From an optimization exercise on the open Yosys and OpenROAD flow, aimed at small area, a short achievable clock period and few clock cycles per item; shortcuts taken in it are not production practice. Where RTL was checked, it was by simulation tests only, not by an equivalence proof against the original. No activity file was given, so power comes from the tool's default toggle rates.

==> module mtlp_scale, before the edit <==
module mtlp_scale (
   input  logic [47:0] in_value,
   input  logic [3:0]  in_digit,
   output logic [47:0] out_value
);
   localparam int VALUE_BITS = 48;
   localparam logic [VALUE_BITS-1:0] VALUE_MAX = {VALUE_BITS{1'b1}};
   localparam logic [7:0] CHAR_NEWLINE = 8'h0A;
   localparam logic [7:0] CHAR_NUL     = 8'h00;
   localparam logic [7:0] CHAR_SLASH   = 8'h2F;
   localparam logic [7:0] CHAR_BANG    = 8'h21;
   localparam logic [7:0] CHAR_OPEN    = 8'h28;
   localparam logic [7:0] CHAR_CLOSE   = 8'h29;
   localparam logic [7:0] CHAR_STAR    = 8'h2A;
   localparam logic [7:0] CHAR_POINT   = 8'h2E;
   localparam logic [15:0] CRC_POLY = 16'hA001;
   localparam logic [15:0] CRC_INIT = 16'h0000;
   function automatic logic [15:0] crc_byte(input logic [15:0] c, input logic [7:0] b);
      logic [15:0] r;
      integer k;
      r = c ^ {8'h00, b};
      for (k = 0; k < 8; k = k + 1) begin
         r = r[0] ? ((r >> 1) ^ CRC_POLY) : (r >> 1);
      end
      crc_byte = r;
   endfunction
   function automatic logic [3:0] code_len(input logic [4:0] r);
      if (r >= 5'd1 && r <= 5'd12) code_len = 4'd9;
      else if ((r >= 5'd13 && r <= 5'd18) || r == 5'd20) code_len = 4'd10;
      else code_len = 4'd11;
   endfunction
   localparam int W = 45;
   localparam logic [47:0] TENTH = 48'h1999_9999_9999;    
   logic [2:0]   lo;
   logic         c1, c3, cin;
   logic [W-1:0] a, b, s;
   logic [W-1:0] g, p, p0;
   logic         ovf;
   assign lo[0] = in_digit[0];
   assign lo[1] = in_digit[1] ^ in_value[0];
   assign c1    = in_digit[1] & in_value[0];
   assign lo[2] = in_digit[2] ^ in_value[1] ^ c1;
   assign c3    = (in_digit[2] & in_value[1]) | (c1 & (in_digit[2] ^ in_value[1]));
   assign cin   = c3 | in_digit[3];
   assign a = in_value[44:0];
   assign b = in_value[46:2];
   always_comb begin
      p0 = a ^ b;
      g  = a & b;
      p  = p0;
      g[0] = g[0] | (p0[0] & cin);
      for (int i = 1; (1 << i) <= W; i++) begin
         for (int j = (1 << i) - 1; j < W; j += (1 << i)) begin
            g[j] = g[j] | (p[j] & g[j - (1 << (i - 1))]);
            p[j] = p[j] & p[j - (1 << (i - 1))];
         end
      end
      for (int i = $clog2(W); i > 0; i--) begin
         for (int j = (1 << i) + (1 << (i - 1)) - 1; j < W; j += (1 << i)) begin
            g[j] = g[j] | (p[j] & g[j - (1 << (i - 1))]);
            p[j] = p[j] & p[j - (1 << (i - 1))];
         end
      end
      s = p0 ^ {g[W-2:0], cin};
   end
   assign ovf = (in_value > TENTH) || (in_value == TENTH && in_digit >= 4'd6);
   assign out_value = ovf ? VALUE_MAX : {s, lo};
endmodule
==> module meter_telegram_line_parser_top, before the edit <==
module meter_telegram_line_parser_top #(
   parameter int VALUE_CHARS = 15
) (
   input  logic        clock,
   input  logic        reset,
   input  logic        req_tvalid,
   output logic        req_tready,
   input  logic [7:0]  req_tdata,    
   output logic        rsp_tvalid,
   input  logic        rsp_tready,
   output logic [55:0] rsp_tdata,    
   output logic        rsp_tuser     
);
   localparam int VALUE_BITS = 48;
   localparam logic [VALUE_BITS-1:0] VALUE_MAX = {VALUE_BITS{1'b1}};
   localparam logic [7:0] CHAR_NEWLINE = 8'h0A;
   localparam logic [7:0] CHAR_NUL     = 8'h00;
   localparam logic [7:0] CHAR_SLASH   = 8'h2F;
   localparam logic [7:0] CHAR_BANG    = 8'h21;
   localparam logic [7:0] CHAR_OPEN    = 8'h28;
   localparam logic [7:0] CHAR_CLOSE   = 8'h29;
   localparam logic [7:0] CHAR_STAR    = 8'h2A;
   localparam logic [7:0] CHAR_POINT   = 8'h2E;
   localparam logic [15:0] CRC_POLY = 16'hA001;
   localparam logic [15:0] CRC_INIT = 16'h0000;
   function automatic logic [15:0] crc_byte(input logic [15:0] c, input logic [7:0] b);
      logic [15:0] r;
      integer k;
      r = c ^ {8'h00, b};
      for (k = 0; k < 8; k = k + 1) begin
         r = r[0] ? ((r >> 1) ^ CRC_POLY) : (r >> 1);
      end
      crc_byte = r;
   endfunction
   function automatic logic [3:0] code_len(input logic [4:0] r);
      if (r >= 5'd1 && r <= 5'd12) code_len = 4'd9;
      else if ((r >= 5'd13 && r <= 5'd18) || r == 5'd20) code_len = 4'd10;
      else code_len = 4'd11;
   endfunction
   logic       in_valid_ff;
   logic [7:0] in_byte_ff;
   logic       hold_off;
   logic       fire;
   logic       busy;
   logic       crc_frozen;
   logic       crc_match;
   logic        out_kind;
   logic [4:0]  out_field_id;
   logic [47:0] out_value;
   logic        out_checksum_ok;
   assign hold_off   = busy && (in_byte_ff == CHAR_NEWLINE || in_byte_ff == CHAR_OPEN);
   assign fire       = in_valid_ff && !hold_off;
   assign req_tready = !in_valid_ff || !hold_off;
   always_ff @(posedge clock) begin
      if (reset) begin
         in_valid_ff <= 1'b0;
      end else if (req_tready) begin
         in_valid_ff <= req_tvalid;
      end
   end
   always_ff @(posedge clock) begin
      if (req_tready) begin
         in_byte_ff <= req_tdata;
      end
   end
   mtlp_crc u_crc (
      .clock            (clock),
      .reset            (reset),
      .in_fire          (fire),
      .in_byte          (in_byte_ff),
      .status_frozen    (crc_frozen),
      .status_crc_match (crc_match)
   );
   mtlp_line u_line (
      .clock           (clock),
      .reset           (reset),
      .in_fire         (fire),
      .in_byte         (in_byte_ff),
      .crc_frozen      (crc_frozen),
      .crc_match       (crc_match),
      .busy            (busy),
      .out_valid       (rsp_tvalid),
      .out_ready       (rsp_tready),
      .out_kind        (out_kind),
      .out_field_id    (out_field_id),
      .out_value       (out_value),
      .out_checksum_ok (out_checksum_ok)
   );
   assign rsp_tdata = {2'b00, out_checksum_ok, out_value, out_field_id};
   assign rsp_tuser = out_kind;
endmodule
Settings: LEC_CHECK=0, CAP_MARGIN=20, CORE_MARGIN=2, CORE_UTILIZATION=40, SETUP_SLACK_MARGIN=4.5, SLEW_MARGIN=20; clock period 8.0 ns.
run.sh (not shown) runs the stock make flow with config.mk's settings and CLKGATE_MAP_FILE= SYNTH_SCRIPT=/design/flow/synth_recipe.tcl, a recipe that flattens the netlist after the stock synthesis.
The first run produced a clean layout.
Then changed:
--- a/flow/design.v
+++ b/flow/design.v
@@ -410,7 +410,6 @@
       p0 = a ^ b;
       g  = a & b;
       p  = p0;
-      g[0] = g[0] | (p0[0] & cin);
       for (int i = 1; (1 << i) <= W; i++) begin
          for (int j = (1 << i) - 1; j < W; j += (1 << i)) begin
             g[j] = g[j] | (p[j] & g[j - (1 << (i - 1))]);
@@ -423,7 +422,7 @@
             p[j] = p[j] & p[j - (1 << (i - 1))];
          end
       end
-      s = p0 ^ {g[W-2:0], cin};
+      s = p0 ^ {g[W-2:0] | (p[W-2:0] & {(W-1){cin}}), cin};
    end
    assign ovf = (in_value > TENTH) || (in_value == TENTH && in_digit >= 4'd6);
    assign out_value = ovf ? VALUE_MAX : {s, lo};
@@ -469,6 +468,7 @@
    endfunction
    logic       in_valid_ff;
    logic [7:0] in_byte_ff;
+   logic       in_sync_ff;     
    logic       hold_off;
    logic       fire;
    logic       busy;
@@ -478,7 +478,7 @@
    logic [4:0]  out_field_id;
    logic [47:0] out_value;
    logic        out_checksum_ok;
-   assign hold_off   = busy && (in_byte_ff == CHAR_NEWLINE || in_byte_ff == CHAR_OPEN);
+   assign hold_off   = busy && in_sync_ff;
    assign fire       = in_valid_ff && !hold_off;
    assign req_tready = !in_valid_ff || !hold_off;
    always_ff @(posedge clock) begin
@@ -491,6 +491,7 @@
    always_ff @(posedge clock) begin
       if (req_tready) begin
          in_byte_ff <= req_tdata;
+         in_sync_ff <= (req_tdata == CHAR_NEWLINE) || (req_tdata == CHAR_OPEN);
       end
    end
    mtlp_crc u_crc (
- The changed run ran to the end with no violations
- die area fell by a few percent
- via count fell by a few percent
- routed wire length fell by roughly a tenth
- final cell count fell slightly
- core utilization fell by 1.2 points
- total power fell by a few percent
- design area fell by a few percent
- register-to-register slack is better by 0.74 ns
- non-clock buffer count fell by 25
- first-iteration DRC count fell by a quarter to a third
- hold slack is better by 0.0047 ns
- worst setup slack is better by 0.74 ns
- critical path depth fell by 2
Testbench counts after the change, summed over its fixed seeds: cycles 65,003, bytes 64,983.
Only the layout flow was run in the first run of this note; the RTL was not checked for function there.

---

meter_telegram_line_parser_top, a different RTL version from the one above (not shown whole).
For scale: about 980 cells after synthesis, ~110 flip-flops, ~8000 sq um of cells after synthesis.
// meter_telegram_line_parser_top
module meter_telegram_line_parser_top #(
   parameter int VALUE_CHARS = 15
) (
   input  logic        clock,
   input  logic        reset,
   input  logic        req_tvalid,
   output logic        req_tready,
   input  logic [7:0]  req_tdata,    
   output logic        rsp_tvalid,
   input  logic        rsp_tready,
   output logic [55:0] rsp_tdata,    
   output logic        rsp_tuser     
);
export LEC_CHECK = 0
export CAP_MARGIN = 20
export CORE_MARGIN = 2
export CORE_UTILIZATION = 60
export CTS_BUF_LIST = sky130_fd_sc_hd__clkbuf_8
export PLACE_DENSITY = 0.75
export SETUP_SLACK_MARGIN = 5
export SLEW_MARGIN = 20
create_clock -name core_clock -period 8.0 [get_ports {clock}]
standard.sh (not shown) runs the stock make flow with config.mk's settings and CLKGATE_MAP_FILE= SYNTH_SCRIPT=/design/flow/synth_recipe.tcl, a recipe that flattens the netlist after the stock synthesis.
==> flow/flow/run.sh <==
#!/bin/bash
# The standard layout, with the port buffers made of the smallest plain buffer
# (sky130_fd_sc_hd__buf_1) instead of the cell buffer_ports picks by itself.
set -euo pipefail
bash standard.sh synth > synth.log 2>&1
bash standard.sh BUFFER_PORTS_ARGS="-buffer_cell sky130_fd_sc_hd__buf_1" finish > layout.log 2>&1
Testbench counts at the start, summed over its fixed seeds: cycles 65,003, bytes 64,983.
==> next run, changes <==
--- a/flow/design.v
+++ b/flow/design.v
@@ -307,30 +307,30 @@
             closed_ff <= 1'b1;
          end else begin
             if (is_digit) begin
             end else if (in_byte == CHAR_POINT || in_byte == CHAR_NUL) begin
                if (point_ff || in_byte == CHAR_NUL) stopped_ff <= stopped_ff || star;
                point_ff <= 1'b1;
             end else begin
                bad_ff <= 1'b1;
             end
          end
       end
    end
+   logic acc_clear, acc_load, acc_keep;
+   assign acc_clear = (in_fire && is_open) || emit_verdict || (emit_field && !good);
+   assign acc_load  = !acc_clear && (take_digit || scaling_ff);
+   assign acc_keep  = !acc_clear && !(take_digit || scaling_ff);
    always_ff @(posedge clock) begin
-      if ((in_fire && is_open) || emit_verdict || (emit_field && !good)) begin
-         acc_ff  <= 48'd0;
-      end else if (take_digit || scaling_ff) begin
-         acc_ff  <= acc_step;
-      end
+      acc_ff <= ({48{acc_load}} & acc_step) | ({48{acc_keep}} & acc_ff);
       if (in_fire && is_open && !is_newline) begin
          frac_ff <= 2'd0;
       end else if ((take_digit && point_ff) || scaling_ff) begin
          frac_ff <= frac_ff + 2'd1;
       end
    end
    always_ff @(posedge clock) begin
       if (reset) begin
          valid_ff   <= 1'b0;
          scaling_ff <= 1'b0;
       end else begin
          if (valid_ff && out_ready) valid_ff <= 1'b0;
The changed run produced a clean layout.
Clock skew fell by 0.012 ns.
Setup slack is worse by 0.088 ns.
Total power rose by about 5%.
Core utilization rose by 0.60 points.
Final area rose by 0.47%.
Via count rose by 0.42%.
Synthesized cell count is unchanged.
Sequential share of layout area fell by 0.17 points.
Maximum frequency fell by about 3%.
Combinational power rose by 19%.
Wire length fell by 1.2%.
Critical path depth rose by 6.
Die area fell by about 0.6%.
Worst hold slack hardly moves.
Testbench counts after the change, summed over its fixed seeds: cycles 65,003, bytes 64,983.

## re-timing with driven ports
No port has a modelled driver above. Below, the same layouts with a new extraction and two added sets of constraints. Step 1 assumes that a clkbuf_16 drives the clock port and a buf_2 every other input. Step 2 adds t to the input delays and takes it off the output delays; t is the mean of the earliest and latest rising clock arrival at the registers after step 1. Input paths then give back, and output paths get back, about the clock's delay inside the block. a / b / c = ideal ports / drivers / drivers and shift; a / b = the first two.
| run | shift t [ns] | setup slack, ns | worst setup path after step 2 | slew at the worst register clock pin (ns) |
|---|---|---|---|---|
| the first run of note 1 | 0.475 | 3.695 / 3.695 / 3.695 | register to register | 0.07 / 0.07 |
| the second run of note 1 | 0.467 | 4.438 / 4.438 / 4.438 | register to register | 0.06 / 0.06 |
| the first run of note 2 | 0.429 | 5.064 / 5.064 / 5.064 | register to register | 0.12 / 0.12 |
| the second run of note 2 | 0.420 | 4.977 / 4.977 / 4.977 | register to register | 0.10 / 0.10 |
After both steps every run listed still meets setup and hold.
